Background: an optimization exercise with open tools, aiming at small area and a short achievable clock period. Do not read the settings as production practice. The RTL was checked by simulation tests, not by an equivalence proof against the original design.

<file path="flow/standard.sh">
#!/bin/bash
# synth_recipe.tcl (not shown) runs the flow's synth.tcl, then flattens the netlist and writes it again
# the make line also repeats each setting of config.mk as NAME=value (left out here)
make -C /OpenROAD-flow-scripts/flow DESIGN_CONFIG=/design/flow/config.mk WORK_HOME=/design/flow/orfs CLKGATE_MAP_FILE= SYNTH_SCRIPT=/design/flow/synth_recipe.tcl "${@:-finish}"
</file>
<file path="flow/flow/abc_area.script">
strash
&get -n
&dch
&nf -R 20
&put
topo
stime -c
upsize -c
dnsize -c
</file>
<file path="flow/constraint.sdc">
create_clock -name core_clock -period 150.0 [get_ports {clk}]
set_input_delay 30.0000 -clock core_clock [delete_from_list [all_inputs] [get_ports {clk}]]
set_output_delay 30.0000 -clock core_clock [all_outputs]
set_load 0.01 [all_outputs]
</file>
<file path="flow/design.v">
package mdu_pkg;
    typedef enum logic [2:0] {
        OP_MULT  = 3'd0,
        OP_MULTU = 3'd1,
        OP_DIV   = 3'd2,
        OP_DIVU  = 3'd3,
        OP_MTHI  = 3'd4,
        OP_MTLO  = 3'd5,
        OP_NONE  = 3'd7
    } mdu_op_e;
    localparam int DEF_MULT_CYCLES = 5;
    localparam int DEF_DIV_CYCLES  = 10;
endpackage
module mdu_arith
#(
    parameter int LO   = 0,
    parameter int HI   = 35,
    parameter int MOFF = 0,
    parameter int DOFF = 3,
    parameter int TOP  = 35,    
    parameter int F    = 6,     
    parameter int BLK  = 7      
) (
    input  logic [HI:LO] x,
    input  logic [32:0]  m,
    input  logic         one,
    input  logic         two,
    input  logic         dv,
    input  logic         neg,
    output logic [HI:LO] s
);
    localparam int W  = HI - LO + 1;
    localparam int T  = HI - LO;                   
    localparam int NB = (T - F + BLK) / BLK;       
    logic [W-1:0] xv, yv, sv, gv, tv;
    logic [W:0]   c;
    logic [NB:0]  cb;                              
    function automatic logic mbit(input logic [32:0] v, input int i);
        if (i < 0)       mbit = 1'b0;
        else if (i > 32) mbit = v[32];
        else             mbit = v[i];
    endfunction
    assign xv = x;
    assign s  = sv;
    for (genvar f = LO; f <= HI; f++) begin : g_op
        assign yv[f-LO] = neg ^ ((one & mbit(m, f - MOFF)) | (two & mbit(m, f - MOFF - 1)) |
                                 (dv & mbit(m, f - DOFF)));
    end
    assign gv = xv & yv;
    assign tv = xv | yv;
    for (genvar b = 0; b < NB - 1; b++) begin : g_blk
        localparam int B0 = F + b * BLK;
        localparam int B1 = B0 + BLK - 1;
        logic gb, pb;
        always_comb begin
            gb = 1'b0;
            pb = 1'b1;
            for (int i = B0; i <= B1; i++) begin
                gb = gv[i] | (tv[i] & gb);
                pb = pb & tv[i];
            end
        end
        assign cb[b+1] = gb | (pb & cb[b]);
    end
    assign c[0] = neg;
    if (F == 0) begin : g_f0
        assign cb[0] = neg;
    end
    for (genvar i = 0; i < W; i++) begin : g_fa
        assign sv[i] = xv[i] ^ (yv[i] ^ c[i]);
        if (i + 1 >= F && i + 1 < F + NB * BLK && i + 1 <= T && ((i + 1 - F) % BLK) == 0) begin : g_cb
            if (i + 1 == F) begin : g_first
                assign cb[0] = (xv[i] & yv[i]) | (xv[i] & c[i]) | (yv[i] & c[i]);
            end
            assign c[i+1] = cb[(i + 1 - F) / BLK];
        end else begin : g_c
            assign c[i+1] = (xv[i] & yv[i]) | (xv[i] & c[i]) | (yv[i] & c[i]);
        end
    end
endmodule
module mdu_ctrl
(
    input  logic        clk,
    input  logic        reset,
    input  logic        start,
    input  logic [2:0]  op,
    input  logic        we,
    input  logic [31:0] in1,
    input  logic [31:0] in2,
    output logic        busy,
    output logic [31:0] hi,
    output logic [31:0] lo
);
    logic        busy_q;      
    logic        idle_q;      
    logic [3:0]  cnt_q;
    logic [31:0] hi_q, lo_q;
    logic        mul_q;       
    logic        sgn_q;       
    logic        sa_q;        
    logic        bp_q;        
    logic [31:0] a_q;         
    logic [36:0] x_q;         
    logic [31:0] d_q;         
    localparam int BLK = 11;
    localparam int F1  = 2;
    localparam int F2  = 10;
    localparam int F3  = 10;
    localparam int F4  = 10;
    logic [32:0] m;
    logic        sb;
    logic        first, last;
    logic [35:0] x1, s1;      
    logic [36:2] x2, s2;      
    logic [38:1] x3, s3;      
    logic [40:0] x4, s4;      
    logic        one1, one2, one3, one4;
    logic        two1, two2, two3, two4;
    logic        dv1, dv2, dv3, dv4;
    logic        neg1, neg2, neg3, neg4;
    logic        g1, g2, g3, g4;    
    logic        accept;
    logic        commit;
    logic [2:0]  hsel, lsel;      
    logic        div0;
    logic        nq, nr;
    logic [31:0] a_neg;
    logic [31:0] r_fix;
    logic [31:0] r_res;
    assign m     = {sgn_q & d_q[31], d_q};
    assign sb    = sgn_q & d_q[31];
    assign first = (cnt_q == 4'd0);
    assign last  = mul_q ? (cnt_q == 4'd4) : (cnt_q == 4'd9);
    function automatic logic [2:0] booth(input logic b2, input logic b1, input logic b0);
        booth = {b1 ^ b0, (b2 & ~b1 & ~b0) | (~b2 & b1 & b0), b2 & ~(b1 & b0)};
    endfunction
    assign x1 = {x_q[35:4], mul_q ? x_q[3:0] : a_q[31:28]};
    assign x2 = {s1[35], s1[35:2]};
    assign x3 = {{2{s2[36]}}, s2[36:2], s1[1]};
    assign x4 = {{2{s3[38]}}, s3[38:1], s1[0]};
    assign g1 = ~s1[35];
    assign g2 = ~s2[34];
    assign g3 = ~s3[33];
    assign g4 = ~s4[32];
    always_comb begin
        {one1, two1, dv1, neg1} = 4'b0000;
        {one2, two2, dv2, neg2} = 4'b0000;
        {one3, two3, dv3, neg3} = 4'b0000;
        {one4, two4, dv4, neg4} = 4'b0000;
        if (mul_q) begin
            if (last) begin
                one1 = ~sgn_q & bp_q;
            end else begin
                {one1, two1, neg1} = booth(a_q[1], a_q[0], bp_q);
                {one2, two2, neg2} = booth(a_q[3], a_q[2], a_q[1]);
                {one3, two3, neg3} = booth(a_q[5], a_q[4], a_q[3]);
                {one4, two4, neg4} = booth(a_q[7], a_q[6], a_q[5]);
            end
        end else begin
            if (last) begin
                one3 = x_q[36];
                neg3 = sb;
            end else begin
                dv1 = 1'b1; neg1 = ~x_q[36] ^ sb;
                dv2 = 1'b1; neg2 = g1 ^ sb;
                dv3 = 1'b1; neg3 = g2 ^ sb;
                dv4 = 1'b1; neg4 = g3 ^ sb;
            end
        end
    end
    mdu_arith #(.LO(0), .HI(35), .MOFF(0), .DOFF(3), .TOP(35), .F(F1), .BLK(BLK)) u_s1 (.x(x1), .m(m), .one(one1), .two(two1), .dv(dv1), .neg(neg1), .s(s1));
    mdu_arith #(.LO(2), .HI(36), .MOFF(2), .DOFF(2), .TOP(34), .F(F2), .BLK(BLK)) u_s2 (.x(x2), .m(m), .one(one2), .two(two2), .dv(dv2), .neg(neg2), .s(s2));
    mdu_arith #(.LO(1), .HI(38), .MOFF(4), .DOFF(1), .TOP(33), .F(F3), .BLK(BLK)) u_s3 (.x(x3), .m(m), .one(one3), .two(two3), .dv(dv3), .neg(neg3), .s(s3));
    mdu_arith #(.LO(0), .HI(40), .MOFF(6), .DOFF(0), .TOP(32), .F(F4), .BLK(BLK)) u_s4 (.x(x4), .m(m), .one(one4), .two(two4), .dv(dv4), .neg(neg4), .s(s4));
    function automatic logic [31:0] cneg(input logic [31:0] v, input logic n);
        logic t;
        t = 1'b0;
        for (int i = 0; i < 32; i++) begin
            cneg[i] = v[i] ^ t;
            t = t | (n & v[i]);
        end
    endfunction
    assign nq    = first ? (sgn_q & a_q[31]) : (!mul_q && (sa_q ^ sb));
    assign a_neg = cneg(a_q, nq);
    assign nr    = !mul_q && sa_q;
    assign r_fix = cneg(s3[35:4], nr);
    assign r_res = mul_q ? {s3[31:1], s1[0]} : r_fix;
    mdu_wdec u_wdec (
        .idle   (idle_q),
        .commit (commit),
        .start  (start),
        .op     (op),
        .we     (we),
        .hsel   (hsel),
        .lsel   (lsel)
    );
    assign accept = idle_q && start && (op[2] == 1'b0);
    assign div0   = !mul_q && (d_q == 32'd0);
    assign commit = !idle_q && last && !div0;
    always_ff @(posedge clk or posedge reset) begin
        if (reset) begin
            busy_q <= 1'b0;
            idle_q <= 1'b1;
            cnt_q  <= 4'd0;
            hi_q   <= 32'd0;
            lo_q   <= 32'd0;
        end else begin
            if (!idle_q) begin
                busy_q <= !last;
                idle_q <= last;
                cnt_q  <= cnt_q + 4'd1;
            end else begin
                busy_q <= accept;
                idle_q <= !accept;
                cnt_q  <= 4'd0;
            end
            hi_q <= ({32{hsel[2]}} & in1) | ({32{hsel[1]}} & r_res) | ({32{hsel[0]}} & hi_q);
            lo_q <= ({32{lsel[2]}} & in1) | ({32{lsel[1]}} & a_neg) | ({32{lsel[0]}} & lo_q);
        end
    end
    always_ff @(posedge clk) begin
        if (idle_q) begin
            mul_q <= !op[1];
            sgn_q <= !op[0];
            bp_q  <= 1'b0;
            a_q   <= in1;
            x_q   <= 37'd0;
            d_q   <= in2;
        end else if (mul_q) begin
            bp_q <= a_q[7];
            a_q  <= {s4[7:0], a_q[31:8]};
            x_q  <= {{4{s4[40]}}, s4[40:8]};
        end else if (first) begin
            sa_q <= sgn_q & a_q[31];
            a_q  <= a_neg;
        end else begin
            a_q  <= {a_q[27:0], g1, g2, g3, g4};
            x_q  <= {s4[32:0], 4'd0};
        end
    end
    assign busy = busy_q;
    assign hi   = hi_q;
    assign lo   = lo_q;
endmodule
module mdu_wdec
(
    input  logic       idle,
    input  logic       commit,
    input  logic       start,
    input  logic [2:0] op,
    input  logic       we,
    output logic [2:0] hsel,
    output logic [2:0] lsel
);
    logic wr_hi, wr_lo;
    assign wr_hi = idle && !start && we && (op == mdu_pkg::OP_MTHI);
    assign wr_lo = idle && !start && we && (op == mdu_pkg::OP_MTLO);
    assign hsel = {wr_hi, commit, !wr_hi && !commit};
    assign lsel = {wr_lo, commit, !wr_lo && !commit};
endmodule
</file>
<file path="flow/config.mk">
export PLATFORM = sky130hd
export DESIGN_NAME = mdu_ctrl
export DESIGN_NICKNAME = mdu_ctrl
export VERILOG_FILES = /design/flow/design.v
export SDC_FILE = /design/flow/constraint.sdc
export NUM_CORES = 4
export LEC_CHECK = 0
export ABC_AREA = 1
export CAP_MARGIN = 20
export CORE_MARGIN = 2
export CORE_UTILIZATION = 40
export SLEW_MARGIN = 55
</file>
<file path="flow/flow/run.sh">
#!/bin/bash
# Standard layout with two changes: the port buffers use the smallest plain
# buffer, and ABC's area script maps with &nf and leaves buffering to the
# placer; the MTHI/MTLO write decode is mapped on its own; CTS adds no dummy loads. The ORFS scripts folder is mirrored with links, and only
# abc_area.script is replaced.
set -e
mkdir -p scripts
for f in "$FLOW_HOME"/scripts/*; do ln -sf "$f" scripts/; done
rm -f scripts/abc_area.script
cp flow/abc_area.script scripts/abc_area.script
export BUFFER_PORTS_ARGS="-buffer_cell sky130_fd_sc_hd__buf_1"
bash standard.sh SCRIPTS_DIR="$PWD/scripts" SYNTH_KEEP_MODULES=mdu_wdec CTS_ARGS="-sink_clustering_enable -repair_clock_nets -dont_use_dummy_load" finish > standard.log 2>&1
</file>
==> impl_metrics.json, run 1 <==
{
  "drv_slew": 0,
  "finalCriticalPeriod_ns": 31.03,
  "rsz0062_at_grt": "false",
  "critPathMaxFanout": 2,
  "synth.distinct_cells": 74,
  "clock_path_buffers": 2,
  "ctsRootBufferMaster": "clkbuf_16",
  "cp_slowest_cell": "dfrtp_1",
  "fmax_mhz": 32.2,
  "max_stage_delay_ns": 0.39,
  "die-area_um2": 40800,
  "ys_async_sr_fraction": 0.400,
  "synth_edf_count": 36,
  "clk_latency_ns": 0.45,
  "antenna_found_initial": 0,
  "crit_type": "flip-flop to output pin",
  "final_common_cell": "clkinv_1",
  "worst_ep_arrival_time_ns": 1.03,
  "antenna_cells": 0,
  "fp.dieW_um": 202,
  "min-delay-start": "x_q[3]$_SDFFE_PP0P_",
  "worstMarginPinSlew_ns": 0.651,
  "ant_nets": 0,
  "grt_usage": 0.269,
  "nets": 2039,
  "pin_count": 136,
  "cts.sinks": 175,
  "required_ns": 120.00,
  "avgSynthCellArea_um2": 9.53,
  "end_kind": "output pin",
  "hold_buffers": 0,
  "drc": 0,
  "htreeDepth": 4,
  "cts_resized": 0,
  "postCtsSetupBuffers": 0,
  "relSlewSlack": 0.566,
  "grt_first_pass_wirelength_um": 86000,
  "fin_crit_sh": 0.207,
  "die_h_um": 202,
  "numPortBuffers": 135,
  "vias": 14715,
  "drt-total-wl_um": 54400,
  "worstPathCellList": "buf_1",
  "grt_pass1_vias": 14364,
  "hold_ws_ns": 0.451,
  "fin_cells": 2345,
  "drt_iter0_markers": 1969,
  "wl_per_cell_um": 23.2,
  "ys_warn_count": 5,
  "cts_tree": "done",
  "ys.flop_type": "dfxtp_1",
  "hpwl_um": 40300,
  "gp_routability_congestion": 0.930,
  "min_path_type": "flip-flop to flip-flop",
  "cts_inserted_buffers": 17,
  "clkTransAtPathRegs_ns": 0.06,
  "hold_viol": 0,
  "fin_setup_tns_ns": 0,
  "start_kind": "flip-flop",
  "r2r_setup_slack_ns": 121.86,
  "yosysSeqAreaShare": 0.269,
  "vias_per_cell": 6.28,
  "critPathBufInv": 1,
  "ys_seq_elements": 175,
  "syn_to_final_growth_pct": 12.6,
  "initial_core_util": 0.406,
  "drive_gt1_frac": 0.0460,
  "setup_viol": 0,
  "grt_max_degree": 81,
  "grt_overflow": 0,
  "r2r_start": "mul_q$_DFFE_PP_",
  "startpoint": "lo_q[29]$_DFF_PP0_",
  "synth.net_count": 1856,
  "dp_cells": 2328,
  "synth_cells": 1646,
  "rows": 72,
  "fin_worst_skew_ns": 0.0185,
  "outcome": "timing/DRC/antenna clean",
  "place_area_um2": 17200,
  "dr.pass1.iters": 7,
  "layout_common_cells": "clkinv_1, a22oi_1, nand2_1",
  "coreArea_um2": 38600,
  "synth_area_um2": 15700,
  "drv_cap": 0,
  "crit_family": "flip-flops",
  "final_cell_area_um2": 17700
}
## through the flow
step	setup WS, ns	util
after floorplan	118.04	-
after global placement	118.10	0.441
after detailed placement	118.44	0.445
after CTS	118.92	0.456
after global routing	118.88	0.457
final	118.97	0.457
## Yosys stat by module (local to each module, per instance)
module    cell area, um^2  copies in the design  flops+latches  cells
mdu_wdec             76.3                     1              0     11
mdu_ctrl            15600                     1            175   1635
## worst paths after layout
check / to / depth (start not counted)
max: lo[29] / 1
min: x_q[3]$_SDFFE_PP0P_ / 2
max reg2reg: x_q[23]$_SDFFE_PP0P_ / 94
min reg2reg: x_q[3]$_SDFFE_PP0P_ / 2
max in group asynchronous: hi_q[22]$_DFF_PP0_ / 3
min in group asynchronous: hi_q[5]$_DFF_PP0_ / 3
## area by class of cell
| type | instances | area [um^2] |
|---|---|---|
| clock buffer | 17 | 425 |
| fill | 3803 | 21000 |
| inverter | 169 | 636 |
| multi-input combinational | 1298 | 10900 |
| sequential | 175 | 4220 |
| tap | 518 | 648 |
| timing repair buffer | 168 | 842 |
## synth_stat cells, drive strengths merged (6+ instances only)
| cell type | count | area share |
|---|---|---|
| a221o | 14 | 0.0089 |
| ha | 6 | 0.0048 |
| and2 | 13 | 0.0052 |
| or4 | 9 | 0.0043 |
| a221oi | 38 | 0.021 |
| o22ai | 35 | 0.014 |
| clkinv | 168 | 0.040 |
| a222oi | 78 | 0.050 |
| o31ai | 15 | 0.0072 |
| xnor2 | 141 | 0.080 |
| nor4 | 13 | 0.0052 |
| a31oi | 7 | 0.0028 |
| o21ai | 42 | 0.014 |
| dfxtp | 69 | 0.088 |
| o211ai | 30 | 0.014 |
| o21a | 7 | 0.0034 |
| fa | 133 | 0.17 |
| dfrtp | 69 | 0.11 |
| nand2 | 150 | 0.036 |
| xor2 | 88 | 0.050 |
| nor3 | 8 | 0.0026 |
| a22oi | 153 | 0.074 |
| nor2 | 107 | 0.026 |
| o221ai | 24 | 0.014 |
| and3 | 7 | 0.0028 |
| mux2i | 6 | 0.0038 |
| edfxtp | 36 | 0.069 |
| a22o | 18 | 0.010 |
| a21oi | 91 | 0.029 |
## layer usage
metal / vias up / track usage / wire (um)
met5: - / 0 / 0
met4: 0 / 0.115 / 2100
met3: 97 / 0.0355 / 4760
met2: 787 / 0.423 / 24800
met1: 7238 / 0.373 / 22700
li1: 6593 / - / -
## flip-flops by register name, indices dropped and copies added, names as in the netlist
name	count
cnt_q	4
idle_q	1
sgn_q	1
x_q	37
hi_q	32
busy_q	1
bp_q	1
a_q	32
sa_q	1
d_q	32
mul_q	1
lo_q	32
## kinds of logic after synthesis
logic type | synth area share
XOR/XNOR | 0.130
AO/OA/AOI/OAI | 0.284
buffers and inverters | 0.0424
flip-flops | 0.269
adder cells (fa/ha/maj) | 0.175
multiplexers | 0.00383
AND/OR/NAND/NOR | 0.0964
==> run 2: changes to the inputs <==
--- a/flow/config.mk
+++ b/flow/config.mk
@@ -11,2 +11,2 @@
 export CORE_UTILIZATION = 40
-export SLEW_MARGIN = 55
+export SLEW_MARGIN = 30
==> run 2 against run 1 <==
  * Core utilization shrank 0.35 points
  * Critical path depth grew 5
  * Cell count shrank 0.21%
  * First-iteration DRC count shrank 1.9%
  * Worst setup slack lost 0.10 ns
  * Highest routed layer unchanged
  * Global-route usage grew 0.076 points
  * Via count is the same
  * Critical endpoint is now lo_q[26]$_DFF_PP0_
  * Die area is the same
  * Still clean on timing, DRC and antenna
==> impl_metrics.json, run 2 <==
{
  "dp_cells": 2322,
  "topRoutingLayerUsed": "met4",
  "drv_cap": 0,
  "whs_path_depth": 2,
  "synth.net_count": 1856,
  "final_common_cell": "clkinv_1",
  "r2r_setup_slack_ns": 120.25,
  "cts_inserted_buffers": 17,
  "worstHoldEndpoint": "x_q[2]$_SDFFE_PP0P_",
  "numPortBuffers": 135,
  "ys_warn_count": 5,
  "hold_buffers": 0,
  "start_kind": "primary input",
  "fin_worst_skew_ns": 0.0182,
  "synth_most_common_cell": "clkinv_1",
  "syn_to_final_growth_pct": 11.7,
  "antenna_cells": 0,
  "rows": 72,
  "wl_met3_um": 4290,
  "synth_area_um2": 15700,
  "relSlewSlack": 0.349,
  "required_ns": 150.39,
  "finalCriticalPeriod_ns": 31.13,
  "clkTransAtPathRegs_ns": 0.07,
  "worstPathCellList": "buf_1, and3b_1, and4_2, a22oi_1, o21a_1, clkinv_1",
  "met2_length_um": 25100,
  "setup_viol": 0,
  "grt_overflow": 0,
  "crit_type": "primary input to flip-flop",
  "synth_cells": 1646,
  "ys_seq_elements": 175,
  "yosysTopAreaCellShare": 0.170,
  "outcome": "timing/DRC/antenna clean",
  "yosysSeqAreaShare": 0.269,
  "r2r_end": "x_q[23]$_SDFFE_PP0P_",
  "die_h_um": 202,
  "grt_pass1_vias": 14337,
  "worstMarginPinSlew_ns": 0.976,
  "synth_top_cells_by_area": "fa_1, dfrtp_1, dfxtp_1, xnor2_1, a22oi_1",
  "grt_first_pass_wirelength_um": 86000,
  "drv_slew": 0,
  "layout_common_cells": "clkinv_1, a22oi_1, nand2_1",
  "final_cell_area_um2": 17500,
  "crit_family": "simple AND/OR/NAND/NOR gates",
  "grt_usage": 0.270,
  "cts.sinks": 175,
  "pin_count": 136,
  "fp.dieW_um": 202,
  "rsz0062_at_grt": "false",
  "dr.pass1.iters": 10,
  "htreeDepth": 4,
  "drt-total-wl_um": 55000,
  "ys_async_sr_fraction": 0.400,
  "fmax_mhz": 32.1,
  "die-area_um2": 40800,
  "ctsRootBufferMaster": "clkbuf_16",
  "hpwl_um": 39600,
  "seq_area_um2": 4220,
  "place_area_um2": 17100,
  "gp_routability_congestion": 0.930,
  "largest_reg_flops": 37,
  "vias_per_cell": 6.29,
  "ys_top_cells_by_count": "clkinv_1, a22oi_1, nand2_1",
  "wl_met1_um": 23600,
  "cts_tree": "done",
  "ant_nets": 0,
  "clock_path_buffers": 2,
  "antenna_found_initial": 0,
  "drt_iter0_markers": 1931,
  "critPathBufInv": 2,
  "postCtsSetupBuffers": 0,
  "yosysTopAreaCell": "fa_1",
  "vias": 14715,
  "nets": 2034,
  "fin_setup_tns_ns": 0,
  "cts_resized": 0,
  "synth.distinct_cells": 74,
  "wl_per_cell_um": 23.5,
  "drive_gt1_frac": 0.0406,
  "regMostFlops": "x_q",
  "fin_crit_sh": 0.208,
  "synth_edf_count": 36,
  "avgSynthCellArea_um2": 9.53,
  "worst_ep_arrival_time_ns": 31.52,
  "reg2reg_depth": 93,
  "r2r_start": "mul_q$_DFFE_PP_",
  "multi_input_comb_area_um2": 10900,
  "initial_core_util": 0.406,
  "cp_slowest_cell": "and4_2",
  "max_stage_delay_ns": 0.73,
  "critPathMaxFanout": 32,
  "min_path_type": "flip-flop to flip-flop",
  "grt_max_degree": 82,
  "ys.flop_type": "dfxtp_1",
  "fillers": 3818,
  "hold_viol": 0,
  "end_kind": "flip-flop",
  "drc": 0,
  "coreArea_um2": 38600,
  "fin_cells": 2340,
  "min-delay-start": "x_q[2]$_SDFFE_PP0P_",
  "clk_latency_ns": 0.46
}
run 2: cell counts after synthesis:
Identical to the previous run, type by type.
run 2: worst reg2reg max path, delay by kind of cell (launching register included):
| family | cells | cell delay, ns |
|---|---|---|
| AOI/OAI and AO/OA | 27 | 5.89 |
| xor gates and xnor gates | 5 | 1.66 |
| adders and majority gates | 39 | 15.74 |
| buffers and inverters | 7 | 2.72 |
| DFF | 1 | 0.36 |
| muxes | 2 | 0.47 |
| and+or+nand+nor | 13 | 2.78 |
run 2: per-layer routing:
layer,up-vias,track usage
met1,7294,0.380
met2,736,0.423
met3,102,0.0332
li1,6583,-
met5,-,0
met4,0,0.109
run 2: how the worst max path moves through the flow:
stage / startpoint / end / slack [ns] / depth (start not counted)
floorplan: we / hi_q[13]$_DFF_PP0_ / 118.04 / 4
global placement: start / lo_q[26]$_DFF_PP0_ / 118.10 / 6
detailed placement: start / lo_q[26]$_DFF_PP0_ / 118.38 / 6
CTS: start / lo_q[26]$_DFF_PP0_ / 118.86 / 6
global route: start / lo_q[20]$_DFF_PP0_ / 118.81 / 6
finish: start / lo_q[26]$_DFF_PP0_ / 118.87 / 6
run 2: cells by family after synthesis:
family / Yosys count / share of synthesized area
buffers and inverters: 173 / 0.0424
AND/OR/NAND/NOR: 340 / 0.0964
AO/OA/AOI/OAI: 583 / 0.284
XOR/XNOR: 229 / 0.130
multiplexers: 6 / 0.00383
adder cells (fa/ha/maj): 140 / 0.175
flip-flops: 175 / 0.269
run 2: area by class of cell:
class                      count  area share
inverter                     169      0.0362
clock buffer                  17      0.0243
multi-input combinational   1298       0.619
sequential                   175       0.241
tap                          518      0.0370
timing repair buffer         163      0.0423
run 2: metrics by stage:
stage          hold slack [ns]  setup WS, ns   util
2_1_floorplan            0.425        118.04      -
3_3_place_gp             0.435        118.10  0.441
3_5_place_dp             0.443        118.38  0.442
4_1_cts                  0.452        118.86  0.453
5_1_grt                  0.485        118.81  0.453
6_report                 0.451        118.87  0.453
run 2: Yosys stat by module, one instance, submodules excluded:
module | copies in the design | area [um^2]
mdu_wdec | 1 | 76.3
mdu_ctrl | 1 | 15600
==> run 3: changes to the inputs <==
--- a/flow/design.v
+++ b/flow/design.v
@@ -203,3 +203,2 @@
             idle_q <= 1'b1;
-            cnt_q  <= 4'd0;
             hi_q   <= 32'd0;
@@ -210,3 +209,2 @@
                 idle_q <= last;
-                cnt_q  <= cnt_q + 4'd1;
             end else begin
@@ -214,3 +212,2 @@
                 idle_q <= !accept;
-                cnt_q  <= 4'd0;
             end
@@ -219,2 +216,5 @@
         end
+    end
+    always_ff @(posedge clk) begin
+        cnt_q <= idle_q ? 4'd0 : cnt_q + 4'd1;
     end
==> run 3 against run 2 <==
  * Maximum frequency grew 0.19%
  * Highest routed layer is now met5
  * Still clean on timing, DRC and antenna
  * Wire length shrank 0.77%
  * Count of clock-buffer cells in the layout is the same
  * Global-route usage shrank 0.080 points
  * Final area shrank 0.51%
  * Non-clock buffer count is the same
  * Synthesized cell count shrank 0.30%
  * Via count grew 0.19%
  * Critical path depth shrank 5
==> impl_metrics.json, run 3 <==
{
  "largest_reg_flops": 37,
  "hold_viol": 0,
  "avgSynthCellArea_um2": 9.52,
  "nets": 2029,
  "grt_max_degree": 85,
  "critPathMaxFanout": 2,
  "numPortBuffers": 135,
  "worstPathCellList": "buf_1",
  "outcome": "timing/DRC/antenna clean",
  "hold_buffers": 0,
  "crit_family": "flip-flops",
  "reg2reg_depth": 93,
  "grt_pass1_vias": 14062,
  "relSlewSlack": 0.357,
  "synth_most_common_cell": "xnor2_1",
  "rsz0062_at_grt": "false",
  "synth_cells": 1641,
  "min_path_type": "flip-flop to flip-flop",
  "cts.sinks": 175,
  "rows": 72,
  "fin_worst_skew_ns": 0.0370,
  "coreArea_um2": 38600,
  "worst_ep_arrival_time_ns": 1.07,
  "crit_type": "flip-flop to output pin",
  "synth_area_um2": 15600,
  "layout_common_cells": "xnor2_1, clkinv_1, nand2_1",
  "ys_top_cells_by_count": "xnor2_1, clkinv_1, nand2_1",
  "critPathBufInv": 1,
  "drv_cap": 0,
  "start_kind": "flip-flop",
  "fillers": 3868,
  "gp_routability_congestion": 0.914,
  "pin_count": 136,
  "wl_per_cell_um": 23.4,
  "drc": 0,
  "synth_edf_count": 36,
  "drt_iter0_markers": 1852,
  "initial_core_util": 0.405,
  "wl_met1_um": 23500,
  "hold_ws_ns": 0.460,
  "required_ns": 120.00,
  "yosysTopAreaCellShare": 0.170,
  "ctsRootBufferMaster": "clkbuf_16",
  "yosysSeqAreaShare": 0.269,
  "cp_slowest_cell": "dfrtp_1",
  "end_kind": "output pin",
  "vias": 14743,
  "vias_per_cell": 6.31,
  "min-delay-start": "x_q[3]$_SDFFE_PP0P_",
  "fin_setup_tns_ns": 0,
  "wl_met3_um": 5020,
  "r2r_setup_slack_ns": 120.84,
  "startpoint": "hi_q[13]$_DFF_PP0_",
  "ys_warn_count": 5,
  "ant_nets": 0,
  "drive_gt1_frac": 0.0358,
  "met2_length_um": 24200,
  "postCtsSetupBuffers": 0,
  "whs_path_depth": 2,
  "r2r_start": "mul_q$_DFFE_PP_",
  "antenna_cells": 0,
  "regMostFlops": "x_q",
  "grt_usage": 0.269,
  "cts_inserted_buffers": 17,
  "finalCriticalPeriod_ns": 31.07,
  "setup_viol": 0,
  "clkTransAtPathRegs_ns": 0.08,
  "synth_top_cells_by_area": "fa_1, dfrtp_1, xnor2_1, dfxtp_1, a22oi_1",
  "ys_seq_elements": 175,
  "drv_slew": 0,
  "yosysTopAreaCell": "fa_1",
  "ys_async_sr_fraction": 0.377,
  "drt-total-wl_um": 54600,
  "worstHoldEndpoint": "x_q[3]$_SDFFE_PP0P_",
  "cts_tree": "done",
  "fp.dieW_um": 202,
  "clock_path_buffers": 2,
  "die-area_um2": 40700,
  "max_stage_delay_ns": 0.43,
  "grt_overflow": 0,
  "ys.flop_type": "dfxtp_1",
  "grt_first_pass_wirelength_um": 84900,
  "clk_latency_ns": 0.46,
  "antenna_found_initial": 2,
  "die_h_um": 202,
  "hpwl_um": 39800,
  "fmax_mhz": 32.2,
  "final_common_cell": "xnor2_1",
  "synth.distinct_cells": 66,
  "cts_resized": 0,
  "r2r_end": "x_q[35]$_SDFFE_PP0P_",
  "fin_crit_sh": 0.207,
  "synth.net_count": 1851,
  "syn_to_final_growth_pct": 11.6,
  "htreeDepth": 4,
  "worstMarginPinSlew_ns": 0.959,
  "topRoutingLayerUsed": "met5",
  "dr.pass1.iters": 10
}
[run 3: cell count changes in the layout (fill, tap and decap cells not counted), sizes merged, moves of 9 or more]
| cell | before | now |
|---|---|---|
| nor2 | 107 | 90 |
| xor2 | 88 | 62 |
| a21oi | 91 | 78 |
| and2 | 13 | 22 |
| xnor2 | 141 | 171 |
| a221oi | 38 | 58 |
| o21ai | 42 | 52 |
| a222oi | 78 | 57 |
[run 3: layout make-up]
class                      instances  area (um^2)  share of cell area
clock buffer                      17          425              0.0244
sequential                       175         4200               0.241
inverter                         165          619              0.0355
timing repair buffer             163          721              0.0413
tap                              518          648              0.0372
multi-input combinational       1297        10800               0.621
[run 3: cell families after synthesis]
family / Yosys count / synth area share
AO/OA/AOI/OAI: 586 / 0.283
XOR/XNOR: 233 / 0.132
adder cells (fa/ha/maj): 143 / 0.178
buffers and inverters: 169 / 0.0416
flip-flops: 175 / 0.269
multiplexers: 4 / 0.00256
AND/OR/NAND/NOR: 331 / 0.0944
[run 3: layer usage]
| layer | up-vias | global-route usage |
|---|---|---|
| met1 | 7236 | 0.388 |
| met4 | 4 | 0.0951 |
| met5 | - | 0 |
| met2 | 836 | 0.413 |
| li1 | 6565 | - |
| met3 | 102 | 0.0389 |
[run 3: metrics by stage]
step | instances | area, um^2 | util | setup slack, ns
3_5_place_dp | 2318 | 17000 | 0.441 | 118.56
5_1_grt | 2335 | 17400 | 0.452 | 118.87
4_1_cts | 2335 | 17400 | 0.452 | 118.93
3_3_place_gp | 2318 | 17000 | 0.441 | 118.61
6_report | 2335 | 17400 | 0.452 | 118.93
2_1_floorplan | 1641 | 15600 | - | 118.04
[run 3: how the worst max path moves through the flow]
| stage | endpoint | slack [ns] | depth (start not counted) |
|---|---|---|---|
| 2_1_floorplan | hi_q[13]$_DFF_PP0_ | 118.04 | 4 |
| 3_3_place_gp | lo_q[12]$_DFF_PP0_ | 118.61 | 6 |
| 3_5_place_dp | lo_q[1]$_DFF_PP0_ | 118.56 | 6 |
| 4_1_cts | hi[13] | 118.93 | 1 |
| 5_1_grt | lo_q[24]$_DFF_PP0_ | 118.87 | 6 |
| 6_report | hi[13] | 118.93 | 1 |
[run 3: Yosys stat by module (local to each module, per instance)]
| module | area, um^2 | copies in the design | cells | flops+latches |
|---|---|---|---|---|
| mdu_wdec | 76.3 | 1 | 11 | 0 |
| mdu_ctrl | 15500 | 1 | 1630 | 175 |
==> run 4: changes to the inputs <==
==> flow/flow/abc_area.script (replaced) <==
strash
&get -n
&dch
&nf -R 20 -E 50
&put
topo
stime -c
upsize -c
dnsize -c
==> run 4 against run 3 <==
  * Highest routed layer is now met4
  * First-iteration DRC count increased by 5.0%
  * Hold slack lost 0.0035 ns
  * Clock skew fell by 0.0051 ns
  * Largest cell class unchanged
  * Worst setup slack lost 0.025 ns
  * Global-route usage grew 0.20 points
  * Sequential cell count is the same
  * Register-to-register slack got worse by 0.99 ns
  * Sequential share of layout area is essentially flat
  * Cell count fell by 1.7%
  * Non-clock buffer count increased by 2
==> impl_metrics.json, run 4 <==
{
  "htreeDepth": 4,
  "drive_gt1_frac": 0.0450,
  "numPortBuffers": 135,
  "vias": 14618,
  "worstPathCellList": "buf_1",
  "avgSynthCellArea_um2": 9.74,
  "hold_ws_ns": 0.456,
  "largest_reg_flops": 37,
  "ant_nets": 0,
  "fin_setup_tns_ns": 0,
  "r2r_end": "x_q[22]$_SDFFE_PP0P_",
  "pin_count": 136,
  "max_stage_delay_ns": 0.44,
  "start_kind": "flip-flop",
  "initial_core_util": 0.404,
  "drt-total-wl_um": 55100,
  "synth_edf_count": 36,
  "drt_iter0_markers": 1944,
  "final_common_cell": "clkinv_1",
  "cts.sinks": 175,
  "ys_top_cells_by_count": "clkinv_1, xnor2_1, fa_1",
  "grt_max_degree": 92,
  "grt_first_pass_wirelength_um": 84600,
  "drc": 0,
  "final_util": 0.452,
  "fmax_mhz": 32.2,
  "ys_warn_count": 5,
  "yosysTopAreaCellShare": 0.171,
  "hold_buffers": 0,
  "cts_resized": 0,
  "fin_worst_skew_ns": 0.0319,
  "synth_area_um2": 15600,
  "clock_path_buffers": 2,
  "crit_type": "flip-flop to output pin",
  "postCtsSetupBuffers": 0,
  "grt_usage": 0.271,
  "worstHoldEndpoint": "x_q[1]$_SDFFE_PP0P_",
  "worstMarginPinSlew_ns": 0.912,
  "drv_slew": 0,
  "synth_top_cells_by_area": "fa_1, dfrtp_1, dfxtp_1, xnor2_1, a222oi_1",
  "ys_async_sr_fraction": 0.377,
  "antenna_cells": 0,
  "hold_viol": 0,
  "outcome": "timing/DRC/antenna clean",
  "cp_slowest_cell": "dfrtp_1",
  "setup_viol": 0,
  "rsz0062_at_grt": "false",
  "antenna_found_initial": 0,
  "place_area_um2": 17000,
  "final_cell_area_um2": 17400,
  "grt_overflow": 0,
  "worst_ep_arrival_time_ns": 1.09,
  "cts_inserted_buffers": 17,
  "nets": 1990,
  "layout_common_cells": "clkinv_1, xnor2_1, buf_1",
  "rows": 72,
  "whs_path_depth": 2,
  "clkTransAtPathRegs_ns": 0.07,
  "cts_tree": "done",
  "r2r_setup_slack_ns": 119.85,
  "grt_pass1_vias": 13957,
  "dr.pass1.iters": 8,
  "yosysSeqAreaShare": 0.269,
  "min_path_type": "flip-flop to flip-flop",
  "crit_family": "flip-flops",
  "fp.dieW_um": 201,
  "die-area_um2": 40600,
  "r2r_start": "mul_q$_DFFE_PP_",
  "clk_latency_ns": 0.48,
  "synth_cells": 1600,
  "coreArea_um2": 38600,
  "gp_routability_congestion": 0.925,
  "drv_cap": 0,
  "synth.distinct_cells": 74,
  "die_h_um": 201,
  "synth_most_common_cell": "clkinv_1",
  "end_kind": "output pin",
  "ys_seq_elements": 175,
  "wl_per_cell_um": 24.0,
  "vias_per_cell": 6.37,
  "relSlewSlack": 0.392,
  "hpwl_um": 40000,
  "ctsRootBufferMaster": "clkbuf_16",
  "fin_crit_sh": 0.207,
  "reg2reg_depth": 90,
  "required_ns": 120.00,
  "min-delay-start": "x_q[1]$_SDFFE_PP0P_",
  "finalCriticalPeriod_ns": 31.09,
  "yosysTopAreaCell": "fa_1",
  "fillers": 3832,
  "synth.net_count": 1810,
  "critPathMaxFanout": 2,
  "syn_to_final_growth_pct": 11.9,
  "regMostFlops": "x_q",
  "ys.flop_type": "dfxtp_1",
  "critPathBufInv": 1
}
[run 4: cell count changes in the layout (fill, tap and decap cells not counted), moves of 13 or more]
| cell | before | now |
|---|---|---|
| nand2_1 | 154 | 128 |
| and2_0 | 19 | 3 |
| a22oi_1 | 150 | 128 |
| a222oi_1 | 57 | 118 |
| nor2_1 | 87 | 104 |
| a21oi_1 | 78 | 53 |
| a22o_1 | 23 | 10 |
| a221oi_1 | 57 | 28 |
[run 4: per-module statistics from Yosys (local to each module, per instance)]
module	flip-flops and latches	cell area [um^2]
mdu_ctrl	175	15500
mdu_wdec	0	76.3
[run 4: cell families after synthesis]
group,after synthesis,synth area share
and+or+nand+nor,322,0.0936
muxes,5,0.00321
buffers and inverters,179,0.0457
DFF,175,0.269
xor gates and xnor gates,228,0.130
AOI/OAI and AO/OA,551,0.283
adders and majority gates,140,0.176
[run 4: metal layers]
layer	vias to the layer above	wire (um)	GRT usage
li1	6517	-	-
met1	7227	23100	0.375
met2	779	24300	0.409
met3	95	5310	0.0533
met4	0	2390	0.127
met5	-	0	0
[run 4: area by class of cell]
class / instances / area [um^2] / share of cell area
multi-input cells: 1246 / 10800 / 0.617
repair buffers: 165 / 732 / 0.0420
inverters: 175 / 683 / 0.0392
well taps: 518 / 648 / 0.0372
clock buffers: 17 / 425 / 0.0244
flip-flops and latches: 175 / 4200 / 0.241
[run 4: worst max-delay path by stage]
stage	start	endpoint	slack (ns)	cells after the start
floorplan	we	hi_q[0]$_DFF_PP0_	118.08	3
global placement	start	lo_q[14]$_DFF_PP0_	118.61	6
detailed placement	start	lo_q[16]$_DFF_PP0_	118.56	6
CTS	hi_q[27]$_DFF_PP0_	hi[27]	118.89	1
global route	mul_q$_DFFE_PP_	x_q[22]$_SDFFE_PP0P_	118.75	90
finish	hi_q[27]$_DFF_PP0_	hi[27]	118.91	1
[run 4: per-stage QoR]
step | cells | setup slack [ns]
after detailed placement | 2279 | 118.56
after global routing | 2296 | 118.75
after CTS | 2296 | 118.89
final | 2296 | 118.91
after floorplan | 1600 | 118.08
after global placement | 2279 | 118.61
==> run 5: changes to the inputs <==
==> flow/flow/run.sh (replaced) <==
#!/bin/bash
# The standard layout (standard.sh, the ORFS flow), with these changes:
#  - synthesis: ABC's area script is replaced by flow/abc_area.script (&nf
#    mapping, no ABC buffering; the placer buffers). The ORFS scripts folder
#    is mirrored here with links so that only abc_area.script differs.
#  - synthesis: module mdu_wdec (the MTHI/MTLO select decode of the control
#    inputs) is kept apart while ABC maps, so that this short path from the
#    inputs is mapped on its own; the netlist is flattened afterwards as usual.
#  - placement: every port still gets a buffer, the smallest plain one (buf_1).
#  - CTS: no dummy loads.
# Each tool's output is in standard.log and in orfs/logs.
set -e
mkdir -p scripts
for f in "$FLOW_HOME"/scripts/*; do ln -sf "$f" scripts/; done
rm -f scripts/abc_area.script
cp flow/abc_area.script scripts/abc_area.script
export BUFFER_PORTS_ARGS="-buffer_cell sky130_fd_sc_hd__buf_1"
bash standard.sh SCRIPTS_DIR="$PWD/scripts" SYNTH_KEEP_MODULES=mdu_wdec \
  CTS_ARGS="-sink_clustering_enable -repair_clock_nets -dont_use_dummy_load" \
  finish > standard.log 2>&1
==> flow/flow/abc_area.script (replaced) <==
strash
&get -n
&dch
&nf -R 20
&put
topo
stime -c
upsize -c
dnsize -c
--- a/flow/config.mk
+++ b/flow/config.mk
@@ -10,3 +10,3 @@
 export CORE_MARGIN = 2
-export CORE_UTILIZATION = 40
+export CORE_UTILIZATION = 55
 export SLEW_MARGIN = 30
==> run 5 against run 4 <==
  * Final area down 1.1%
  * Core utilization up 17 points
  * Cell count down 4.4%
  * Highest routed layer unchanged
  * Synthesized area up 0.19%
  * Clock skew up 0.0033 ns
  * Synthesized cell count up 2.6%
  * Critical path depth up 5
  * Via count up 0.12%
  * Sequential cell count unchanged
  * Hold slack better by 0.0044 ns
  * Still clean
==> impl_metrics.json, run 5 <==
{
  "finalCriticalPeriod_ns": 31.12,
  "drive_gt1_frac": 0.0358,
  "regMostFlops": "x_q",
  "final_common_cell": "xnor2_1",
  "start_kind": "primary input",
  "initial_core_util": 0.561,
  "final_cell_area_um2": 17300,
  "synth_top_cells_by_area": "fa_1, dfrtp_1, xnor2_1, dfxtp_1, a22oi_1",
  "ctsRootBufferMaster": "clkbuf_16",
  "critPathMaxFanout": 32,
  "antenna_found_initial": 0,
  "dr.pass1.iters": 8,
  "required_ns": 150.40,
  "end_kind": "flip-flop",
  "final_util": 0.619,
  "drt-total-wl_um": 52200,
  "whs_path_depth": 2,
  "die-area_um2": 29800,
  "syn_to_final_growth_pct": 10.4,
  "largest_reg_flops": 37,
  "clock_path_buffers": 2,
  "cts_tree": "done",
  "avgSynthCellArea_um2": 9.52,
  "synth.net_count": 1851,
  "die_h_um": 173,
  "fin_worst_skew_ns": 0.0353,
  "ys.flop_type": "dfxtp_1",
  "vias_per_cell": 6.67,
  "grt_max_degree": 92,
  "fin_crit_sh": 0.207,
  "relSlewSlack": 0.355,
  "cts_inserted_buffers": 17,
  "cts.sinks": 175,
  "grt_pass1_vias": 13991,
  "fin_setup_tns_ns": 0,
  "fp.dieW_um": 173,
  "postCtsSetupBuffers": 0,
  "wl_per_cell_um": 23.8,
  "hold_ws_ns": 0.461,
  "grt_usage": 0.351,
  "vias": 14635,
  "place_area_um2": 16800,
  "hpwl_um": 38100,
  "grt_first_pass_wirelength_um": 81800,
  "synth_cells": 1641,
  "htreeDepth": 4,
  "ys_async_sr_fraction": 0.377,
  "drv_slew": 0,
  "layout_common_cells": "xnor2_1, clkinv_1, nand2_1",
  "ys_warn_count": 5,
  "yosysSeqAreaShare": 0.269,
  "hold_viol": 0,
  "rsz0062_at_grt": "false",
  "ant_nets": 0,
  "synth_area_um2": 15600,
  "hold_buffers": 0,
  "yosysTopAreaCellShare": 0.170,
  "drt_iter0_markers": 1980,
  "min_path_type": "flip-flop to flip-flop",
  "worstPathCellList": "buf_1, and3b_1, and4_2, a22oi_1, o21a_1, clkinv_1",
  "reg2reg_depth": 94,
  "antenna_cells": 0,
  "synth.distinct_cells": 66,
  "fmax_mhz": 32.1,
  "ys_top_cells_by_count": "xnor2_1, clkinv_1, nand2_1",
  "nets": 2028,
  "synth_most_common_cell": "xnor2_1",
  "coreArea_um2": 27900,
  "outcome": "timing/DRC/antenna clean",
  "worstMarginPinSlew_ns": 0.961,
  "pin_count": 136,
  "cp_slowest_cell": "and4_2",
  "yosysTopAreaCell": "fa_1",
  "numPortBuffers": 135,
  "setup_viol": 0,
  "max_stage_delay_ns": 0.71,
  "synth_edf_count": 36,
  "clk_latency_ns": 0.46,
  "cts_resized": 0,
  "grt_overflow": 0,
  "crit_type": "primary input to flip-flop",
  "drv_cap": 0,
  "rows": 61,
  "ys_seq_elements": 175,
  "drc": 0,
  "gp_routability_congestion": 0.961,
  "clkTransAtPathRegs_ns": 0.08,
  "worst_ep_arrival_time_ns": 31.52
}
-- run 5: changes by cell type in the layout (fill, tap and decap cells not counted), moves of 13 or more --
cell and change:
a222oi_1 -61, a221oi_1 +29, nand2_1 +26, a21oi_1 +25, a22oi_1 +22, and2_0 +17
nor2_1 -17, a22o_1 +13
-- run 5: worst max-delay path: cells and delay by family --
| family | cells | cell delay, ns |
|---|---|---|
| AND/OR/NAND/NOR | 2 | 1.01 |
| buffers and inverters | 2 | 0.13 |
| AO/OA/AOI/OAI | 2 | 0.36 |
-- run 5: final cells by class --
class / instances / area (um^2)
flip-flops and latches: 175 / 4200
well taps: 378 / 473
fillers: 2444 / 10600
clock buffers: 17 / 425
multi-input cells: 1297 / 10800
repair buffers: 162 / 713
inverters: 165 / 619
-- run 5: logic make-up after synthesis --
kind of cell             Yosys count  share of synthesized area
AO/OA/AOI/OAI                    586                      0.283
AND/OR/NAND/NOR                  331                     0.0944
XOR/XNOR                         233                      0.132
flip-flops                       175                      0.269
buffers and inverters            169                     0.0416
adder cells (fa/ha/maj)          143                      0.178
multiplexers                       4                    0.00256
-- run 5: layer usage --
| layer | global-route usage | vias to the layer above | routed length (um) |
|---|---|---|---|
| met1 | 0.481 | 7123 | 21600 |
| met2 | 0.551 | 845 | 23600 |
| met4 | 0.140 | 0 | 2150 |
| li1 | - | 6549 | - |
| met3 | 0.0660 | 118 | 4910 |
| met5 | 0 | - | 0 |
-- run 5: modules after synthesis (local to each module, per instance) --
module    times used  cell area [um^2]  flip-flops and latches
mdu_ctrl           1             15500                     175
mdu_wdec           1              76.3                       0
-- run 5: worst paths after layout --
check                      slack, ns                   end           startpoint
max in group asynchronous     119.64    lo_q[28]$_DFF_PP0_                reset
setup / recovery              118.88    lo_q[17]$_DFF_PP0_                start
hold / removal                  0.46   x_q[3]$_SDFFE_PP0P_  x_q[3]$_SDFFE_PP0P_
setup reg to reg              120.83  x_q[35]$_SDFFE_PP0P_      mul_q$_DFFE_PP_
min in group asynchronous      29.77     lo_q[4]$_DFF_PP0_                reset
hold reg to reg                 0.46   x_q[3]$_SDFFE_PP0P_  x_q[3]$_SDFFE_PP0P_
-- run 5: per-stage QoR --
stage / worst slack (ns) / instances
2_1_floorplan: 118.04 / 1641
3_3_place_gp: 118.19 / 2177
3_5_place_dp: 118.48 / 2177
4_1_cts: 118.96 / 2194
5_1_grt: 118.86 / 2194
6_report: 118.88 / 2194
==> run 6: changes to the inputs <==
--- a/flow/config.mk
+++ b/flow/config.mk
@@ -10,3 +10,4 @@
 export CORE_MARGIN = 2
-export CORE_UTILIZATION = 55
+export CORE_UTILIZATION = 40
+export PLACE_DENSITY = 0.75
 export SLEW_MARGIN = 30
==> run 6 against run 5 <==
  * Worst setup slack worse by 0.039 ns
  * First-iteration DRC count rose by 10%
  * Synthesized cell count stayed put
  * Sequential cell count unchanged
  * Non-clock buffer count unchanged
  * Global-route usage is 8.9 points lower
  * Register-to-register slack got worse by 0.17 ns
  * Via count up 2.4%
  * Maximum frequency decreased by 0.12%
  * Largest cell class unchanged
  * Highest routed layer unchanged
==> impl_metrics.json, run 6 <==
{
  "outcome": "timing/DRC/antenna clean",
  "hpwl_um": 39000,
  "cts_tree": "done",
  "hold_buffers": 0,
  "drt-total-wl_um": 53700,
  "grt_usage": 0.262,
  "start_kind": "primary input",
  "pin_count": 136,
  "drc": 0,
  "cts.sinks": 175,
  "final_common_cell": "xnor2_1",
  "fillers": 3781,
  "wl_per_cell_um": 23.0,
  "fin_worst_skew_ns": 0.0281,
  "cts_inserted_buffers": 17,
  "drv_cap": 0,
  "coreArea_um2": 38600,
  "layout_common_cells": "xnor2_1, clkinv_1, nand2_1",
  "vias": 14983,
  "relSlewSlack": 0.351,
  "fin_cells": 2334,
  "ys_warn_count": 5,
  "rows": 72,
  "cts_resized": 0,
  "clk_latency_ns": 0.45,
  "synth_top_cells_by_area": "fa_1, dfrtp_1, xnor2_1, dfxtp_1, a22oi_1",
  "fin_setup_tns_ns": 0,
  "gp_routability_congestion": 0.969,
  "regMostFlops": "x_q",
  "yosysTopAreaCellShare": 0.170,
  "place_ws_ns": 118.40,
  "endpoint": "lo_q[20]$_DFF_PP0_",
  "r2r_end": "x_q[35]$_SDFFE_PP0P_",
  "synth_most_common_cell": "xnor2_1",
  "setup_viol": 0,
  "synth_area_um2": 15600,
  "r2r_start": "mul_q$_DFFE_PP_",
  "required_ns": 150.39,
  "avgSynthCellArea_um2": 9.52,
  "min_path_type": "flip-flop to flip-flop",
  "clkTransAtPathRegs_ns": 0.07,
  "startpoint": "start",
  "drive_gt1_frac": 0.0363,
  "die_h_um": 202,
  "max_stage_delay_ns": 0.75,
  "initial_core_util": 0.405,
  "fmax_mhz": 32.1,
  "synth.distinct_cells": 66,
  "end_kind": "flip-flop",
  "fin_crit_sh": 0.208,
  "numPortBuffers": 135,
  "final_util": 0.452,
  "min-delay-start": "x_q[1]$_SDFFE_PP0P_",
  "ys_top_cells_by_count": "xnor2_1, clkinv_1, nand2_1",
  "drv_slew": 0,
  "antenna_cells": 0,
  "grt_overflow": 0,
  "fp.dieW_um": 202,
  "r2r_setup_slack_ns": 120.66,
  "vias_per_cell": 6.42,
  "cp_slowest_cell": "and4_2",
  "grt_pass1_vias": 14433,
  "syn_to_final_growth_pct": 11.5,
  "synth.net_count": 1851,
  "antenna_found_initial": 0,
  "worst_ep_arrival_time_ns": 31.55,
  "dp_cells": 2317,
  "drt_iter0_markers": 2182,
  "finalCriticalPeriod_ns": 31.16,
  "ys_seq_elements": 175,
  "worstPathCellList": "buf_1, and3b_1, and4_2, a22oi_1, o21a_1, clkinv_1",
  "grt_first_pass_wirelength_um": 83600,
  "yosysSeqAreaShare": 0.269,
  "critPathMaxFanout": 32,
  "clock_path_buffers": 2,
  "setup_slack_ns": 118.84,
  "ctsRootBufferMaster": "clkbuf_16",
  "reg2reg_depth": 94,
  "synth_cells": 1641,
  "ys_async_sr_fraction": 0.377,
  "synth_edf_count": 36,
  "ys.flop_type": "dfxtp_1",
  "postCtsSetupBuffers": 0,
  "dr.pass1.iters": 8,
  "nets": 2028,
  "yosysTopAreaCell": "fa_1",
  "worstMarginPinSlew_ns": 0.973,
  "die-area_um2": 40700,
  "largest_reg_flops": 37,
  "rsz0062_at_grt": "false",
  "hold_viol": 0,
  "htreeDepth": 4,
  "grt_max_degree": 87,
  "crit_type": "primary input to flip-flop",
  "ant_nets": 0
}
## run 6: changes by cell type in the layout (fill, tap and decap cells not counted)
cell,previous run,this run
and3_1,11,10
and3_2,0,1
buf_6,1,0
buf_4,26,27
## run 6: area by class of cell
| cell class | count | area, um^2 | area share |
|---|---|---|---|
| clock buffers | 17 | 425 | 0.0244 |
| inverters | 165 | 619 | 0.0355 |
| multi-input cells | 1297 | 10800 | 0.621 |
| flip-flops and latches | 175 | 4200 | 0.241 |
| well taps | 518 | 648 | 0.0372 |
| repair buffers | 162 | 709 | 0.0407 |
## run 6: worst min-delay path by stage
stage	end	slack, ns	depth (start not counted)
global placement	x_q[3]$_SDFFE_PP0P_	0.45	2
CTS	x_q[1]$_SDFFE_PP0P_	0.46	2
detailed placement	x_q[1]$_SDFFE_PP0P_	0.45	2
floorplan	x_q[0]$_SDFFE_PP0P_	0.42	2
global route	x_q[3]$_SDFFE_PP0P_	0.48	2
finish	x_q[1]$_SDFFE_PP0P_	0.46	2
## run 6: logic make-up after synthesis
kind of cell	count (synthesis)	share of synthesized area
AO/OA/AOI/OAI	586	0.283
AND/OR/NAND/NOR	331	0.0944
XOR/XNOR	233	0.132
flip-flops	175	0.269
buffers and inverters	169	0.0416
adder cells (fa/ha/maj)	143	0.178
multiplexers	4	0.00256
## run 6: stage by stage
step / hold WS, ns / area, um^2
3_5_place_dp: 0.449 / 17000
5_1_grt: 0.479 / 17400
4_1_cts: 0.458 / 17400
6_report: 0.464 / 17400
2_1_floorplan: 0.425 / 15600
3_3_place_gp: 0.447 / 17000
## run 6: critical path: cells and delay by family
family / cells / cell delay, ns
AO/OA/AOI/OAI: 2 / 0.36
buffers and inverters: 2 / 0.13
AND/OR/NAND/NOR: 2 / 1.04
## run 6: layer usage
| layer | global-route usage | wire length (um) | part of all wire |
|---|---|---|---|
| met3 | 0.0525 | 6430 | 0.12 |
| met4 | 0.0972 | 1840 | 0.034 |
| met1 | 0.366 | 21600 | 0.40 |
| met2 | 0.401 | 23800 | 0.44 |
| met5 | 0 | 0 | 0 |
## run 6: Yosys stat by module, one instance, submodules excluded
| module | cell area [um^2] | cells inside | copies in the design | flip-flops and latches |
|---|---|---|---|---|
| mdu_wdec | 76.3 | 11 | 1 | 0 |
| mdu_ctrl | 15500 | 1630 | 1 | 175 |
==> run 7: changes to the inputs <==
--- a/flow/config.mk
+++ b/flow/config.mk
@@ -11,3 +11,2 @@
 export CORE_UTILIZATION = 40
-export PLACE_DENSITY = 0.75
 export SLEW_MARGIN = 30
==> run 7 against run 6 <==
  * Global-route usage is 0.73 points higher
  * Die area stayed put
  * Critical path depth is 5 lower
  * Sequential share of layout area hardly changed
  * Sequential cell count stayed put
  * Synthesized cell count stayed put
  * Maximum frequency is 0.29% higher
  * Final area hardly changed
  * Synthesized area stayed put
==> impl_metrics.json, run 7 <==
{
  "outcome": "timing/DRC/antenna clean",
  "seq_area_um2": 4200,
  "synth_top_cells_by_area": "fa_1, dfrtp_1, xnor2_1, dfxtp_1, a22oi_1",
  "rows": 72,
  "fin_setup_tns_ns": 0,
  "yosysTopAreaCell": "fa_1",
  "postCtsSetupBuffers": 0,
  "die-area_um2": 40700,
  "worst_ep_arrival_time_ns": 1.07,
  "largest_reg_flops": 37,
  "critPathBufInv": 1,
  "drive_gt1_frac": 0.0358,
  "gp_routability_congestion": 0.914,
  "cts.sinks": 175,
  "cp_slowest_cell": "dfrtp_1",
  "clk_latency_ns": 0.46,
  "hold_viol": 0,
  "min_path_type": "flip-flop to flip-flop",
  "setup_viol": 0,
  "ctsRootBufferMaster": "clkbuf_16",
  "initial_core_util": 0.405,
  "synth_cells": 1641,
  "worstPathCellList": "buf_1",
  "place_ws_ns": 118.56,
  "synth.net_count": 1851,
  "hpwl_um": 39800,
  "relSlewSlack": 0.357,
  "wl_per_cell_um": 23.4,
  "drv_slew": 0,
  "rsz0062_at_grt": "false",
  "layout_common_cells": "xnor2_1, clkinv_1, nand2_1",
  "drv_cap": 0,
  "fin_worst_skew_ns": 0.0370,
  "crit_type": "flip-flop to output pin",
  "synth_most_common_cell": "xnor2_1",
  "grt_overflow": 0,
  "syn_to_final_growth_pct": 11.6,
  "dp_cells": 2318,
  "yosysTopAreaCellShare": 0.170,
  "max_stage_delay_ns": 0.43,
  "ys_async_sr_fraction": 0.377,
  "crit_family": "flip-flops",
  "grt_max_degree": 85,
  "synth_edf_count": 36,
  "setup_slack_ns": 118.93,
  "end_kind": "output pin",
  "antenna_found_initial": 2,
  "final_common_cell": "xnor2_1",
  "fin_cells": 2335,
  "grt_first_pass_wirelength_um": 84900,
  "avgSynthCellArea_um2": 9.52,
  "grt_usage": 0.269,
  "dr.pass1.iters": 10,
  "nets": 2029,
  "htreeDepth": 4,
  "fin_crit_sh": 0.207,
  "hold_buffers": 0,
  "pin_count": 136,
  "drt_iter0_markers": 1852,
  "fmax_mhz": 32.2,
  "clock_path_buffers": 2,
  "yosysSeqAreaShare": 0.269,
  "cts_tree": "done",
  "fillers": 3868,
  "final_cell_area_um2": 17400,
  "drc": 0,
  "ys.flop_type": "dfxtp_1",
  "grt_pass1_vias": 14062,
  "vias": 14743,
  "die_h_um": 202,
  "drt-total-wl_um": 54600,
  "r2r_setup_slack_ns": 120.84,
  "synth_area_um2": 15600,
  "cts_inserted_buffers": 17,
  "finalCriticalPeriod_ns": 31.07,
  "ys_top_cells_by_count": "xnor2_1, clkinv_1, nand2_1",
  "ys_seq_elements": 175,
  "critPathMaxFanout": 2,
  "fp.dieW_um": 202,
  "worstMarginPinSlew_ns": 0.959,
  "antenna_cells": 0,
  "ant_nets": 0,
  "multi_input_comb_area_um2": 10800,
  "coreArea_um2": 38600,
  "clkTransAtPathRegs_ns": 0.08,
  "place_area_um2": 17000,
  "required_ns": 120.00,
  "synth.distinct_cells": 66,
  "vias_per_cell": 6.31,
  "ys_warn_count": 5,
  "numPortBuffers": 135,
  "regMostFlops": "x_q",
  "start_kind": "flip-flop",
  "cts_resized": 0
}
==> run 7: metal layers <==
metal | GRT usage | routed length [um]
met2 | 0.413 | 24200
met1 | 0.388 | 23500
met4 | 0.0951 | 1750
met5 | 0 | 22
met3 | 0.0389 | 5020
==> run 7: kinds of logic after synthesis <==
group           after synthesis  share of synthesized area
compound gates              586                      0.283
buf+inv                     169                     0.0416
fa+ha+maj                   143                      0.178
flops                       175                      0.269
xor+xnor                    233                      0.132
mux                           4                    0.00256
simple gates                331                     0.0944
==> run 7: per-stage QoR <==
stage | util | hold slack [ns]
floorplan | - | 0.425
global placement | 0.441 | 0.436
detailed placement | 0.441 | 0.444
CTS | 0.452 | 0.460
global route | 0.452 | 0.489
finish | 0.452 | 0.460
==> run 7: layout make-up <==
class,count,area share
tap,518,0.0372
clock buffer,17,0.0244
timing repair buffer,163,0.0413
multi-input combinational,1297,0.621
inverter,165,0.0355
sequential,175,0.241
==> run 7: worst paths after layout <==
check | startpoint | depth (start not counted) | end
worst min register to register | x_q[3]$_SDFFE_PP0P_ | 2 | x_q[3]$_SDFFE_PP0P_
worst max register to register | mul_q$_DFFE_PP_ | 93 | x_q[35]$_SDFFE_PP0P_
worst min-delay path | x_q[3]$_SDFFE_PP0P_ | 2 | x_q[3]$_SDFFE_PP0P_
worst max-delay path | hi_q[13]$_DFF_PP0_ | 1 | hi[13]
min in group asynchronous | reset | 3 | hi_q[2]$_DFF_PP0_
max in group asynchronous | reset | 3 | hi_q[29]$_DFF_PP0_
==> run 7: Yosys stat by module, one instance, submodules excluded <==
module,cell area [um^2],flip-flops and latches,times used
mdu_ctrl,15500,175,1
mdu_wdec,76.3,0,1
==> run 8: changes to the inputs <==
--- a/flow/config.mk
+++ b/flow/config.mk
@@ -11,2 +11,3 @@
 export CORE_UTILIZATION = 40
+export GPL_ROUTABILITY_DRIVEN = 0
 export SLEW_MARGIN = 30
==> run 8 against run 7 <==
  * Still clean
  * Synthesized area is the same
  * Sequential share of layout area is essentially flat
  * Hold slack gained 0.0083 ns
  * Non-clock buffer count is the same
  * Maximum frequency is essentially flat
  * Register-to-register slack gained 0.31 ns
==> impl_metrics.json, run 8 <==
{
  "ys_async_sr_fraction": 0.377,
  "rows": 72,
  "outcome": "timing/DRC/antenna clean",
  "yosysSeqAreaShare": 0.269,
  "synth_most_common_cell": "xnor2_1",
  "drc": 0,
  "yosysTopAreaCell": "fa_1",
  "layout_common_cells": "xnor2_1, clkinv_1, nand2_1",
  "cts_resized": 0,
  "ys_warn_count": 5,
  "critPathMaxFanout": 2,
  "ys_seq_elements": 175,
  "grt_max_degree": 87,
  "max_stage_delay_ns": 0.42,
  "hpwl_um": 40100,
  "antenna_found_initial": 0,
  "htreeDepth": 4,
  "ys_top_cells_by_count": "xnor2_1, clkinv_1, nand2_1",
  "grt_overflow": 0,
  "nets": 2029,
  "fin_setup_tns_ns": 0,
  "numPortBuffers": 135,
  "hold_buffers": 0,
  "clk_latency_ns": 0.47,
  "regMostFlops": "x_q",
  "crit_type": "flip-flop to output pin",
  "relSlewSlack": 0.347,
  "die-area_um2": 40700,
  "crit_family": "flip-flops",
  "fin_worst_skew_ns": 0.0364,
  "fin_crit_sh": 0.207,
  "fmax_mhz": 32.2,
  "vias": 14570,
  "synth_cells": 1641,
  "rsz0062_at_grt": "false",
  "clock_path_buffers": 2,
  "postCtsSetupBuffers": 0,
  "drv_cap": 0,
  "initial_core_util": 0.405,
  "ant_nets": 0,
  "end_kind": "output pin",
  "dr.pass1.iters": 8,
  "syn_to_final_growth_pct": 11.6,
  "place_area_um2": 17000,
  "synth_top_cells_by_area": "fa_1, dfrtp_1, xnor2_1, dfxtp_1, a22oi_1",
  "grt_first_pass_wirelength_um": 84900,
  "pin_count": 136,
  "setup_slack_ns": 118.93,
  "worstPathCellList": "buf_1",
  "min_path_type": "flip-flop to flip-flop",
  "vias_per_cell": 6.24,
  "synth.net_count": 1851,
  "worst_ep_arrival_time_ns": 1.07,
  "synth_area_um2": 15600,
  "drt-total-wl_um": 54800,
  "grt_pass1_vias": 14117,
  "hold_viol": 0,
  "die_h_um": 202,
  "hold_ws_ns": 0.468,
  "cts_tree": "done",
  "worstMarginPinSlew_ns": 0.979,
  "yosysTopAreaCellShare": 0.170,
  "cts_inserted_buffers": 17,
  "drv_slew": 0,
  "fp.dieW_um": 202,
  "avgSynthCellArea_um2": 9.52,
  "ys.flop_type": "dfxtp_1",
  "required_ns": 120.00
}
run 8: changes by cell type in the layout (fill, tap and decap cells not counted):
cell | previous run | this run
buf_4 | 27 | 28
buf_6 | 1 | 0
run 8: per-layer routing:
| metal | track usage | vias up | share of wire |
|---|---|---|---|
| met5 | 0 | - | 0 |
| met3 | 0.0489 | 91 | 0.091 |
| met1 | 0.376 | 7149 | 0.43 |
| met2 | 0.415 | 785 | 0.45 |
| met4 | 0.0974 | 0 | 0.029 |
| li1 | - | 6545 | - |
run 8: logic make-up after synthesis:
family / synth area share
AND/OR/NAND/NOR: 0.0944
XOR/XNOR: 0.132
multiplexers: 0.00256
AO/OA/AOI/OAI: 0.283
flip-flops: 0.269
adder cells (fa/ha/maj): 0.178
buffers and inverters: 0.0416
run 8: per-module statistics from Yosys, one instance, submodules excluded:
module,flip-flops and latches,copies in the design,area (um^2)
mdu_wdec,0,1,76.3
mdu_ctrl,175,1,15500
run 8: cell type report:
class / count / area, um^2
clock buffer: 17 / 425
fill: 3828 / 21100
inverter: 165 / 619
multi-input combinational: 1297 / 10800
sequential: 175 / 4200
tap: 518 / 648
timing repair buffer: 163 / 717
run 8: worst paths after layout:
| path | from | endpoint | slack [ns] | cells past startpoint |
|---|---|---|---|---|
| hold / removal | x_q[2]$_SDFFE_PP0P_ | x_q[2]$_SDFFE_PP0P_ | 0.47 | 2 |
| hold reg to reg | x_q[2]$_SDFFE_PP0P_ | x_q[2]$_SDFFE_PP0P_ | 0.47 | 2 |
| setup / recovery | hi_q[13]$_DFF_PP0_ | hi[13] | 118.93 | 1 |
| setup reg to reg | mul_q$_DFFE_PP_ | x_q[23]$_SDFFE_PP0P_ | 121.15 | 93 |
| max in group asynchronous | reset | lo_q[30]$_DFF_PP0_ | 119.63 | 3 |
| min in group asynchronous | reset | lo_q[5]$_DFF_PP0_ | 29.75 | 3 |
run 8: stage by stage:
stage | cells | utilization
floorplan | 1641 | -
global placement | 2318 | 0.441
detailed placement | 2318 | 0.441
CTS | 2335 | 0.452
global route | 2335 | 0.452
finish | 2335 | 0.452
run 8: worst min-delay path: stages, from the launching register on:
cell and delay (ns):
dfxtp_1 0.30, clkinv_1 0.06, o32ai_1 0.06

## port drivers added, routing unchanged
No port has a modelled driver above. Below, the same layouts with a new extraction and two added sets of constraints. Step 1: set_driving_cell puts a clkbuf_16 on clk and a buf_2 on each other input, an assumption about the parent block. Step 2 times the ports against the registers' clock, not the clock port: input delays grow and output delays shrink by t, the midpoint of the rising clock arrivals with the driver on. a / b / c = ideal / step 1 / step 2; a / b = the first two.
run | t, ns | setup slack, ns | worst hold slack (ns) | latest minus earliest clock arrival (ns) | pins driven straight from the clock port
run 1 | 0.502 | 118.974 / 118.917 / 118.571 | 0.451 / 0.451 / 0.451 | 0.019 / 0.019 | 1
run 2 | 0.509 | 118.872 / 118.905 / 118.404 | 0.451 / 0.451 / 0.451 | 0.018 / 0.018 | 1
run 3 | 0.494 | 118.932 / 118.876 / 118.549 | 0.460 / 0.460 / 0.460 | 0.037 / 0.037 | 1
run 4 | 0.517 | 118.907 / 118.851 / 118.553 | 0.456 / 0.456 / 0.456 | 0.032 / 0.032 | 1
run 5 | 0.499 | 118.880 / 118.895 / 118.413 | 0.461 / 0.461 / 0.461 | 0.035 / 0.035 | 1
run 6 | 0.494 | 118.841 / 118.878 / 118.384 | 0.464 / 0.464 / 0.464 | 0.028 / 0.028 | 1
run 7 | 0.494 | 118.932 / 118.876 / 118.549 | 0.460 / 0.460 / 0.460 | 0.037 / 0.037 | 1
run 8 | 0.507 | 118.934 / 118.877 / 118.577 | 0.468 / 0.468 / 0.468 | 0.037 / 0.036 | 1
After both steps every run listed still meets setup and hold. For run 2, which loses most, drivers alone change the setup slack by +0.033 ns; drivers and shift together by -0.468 ns.
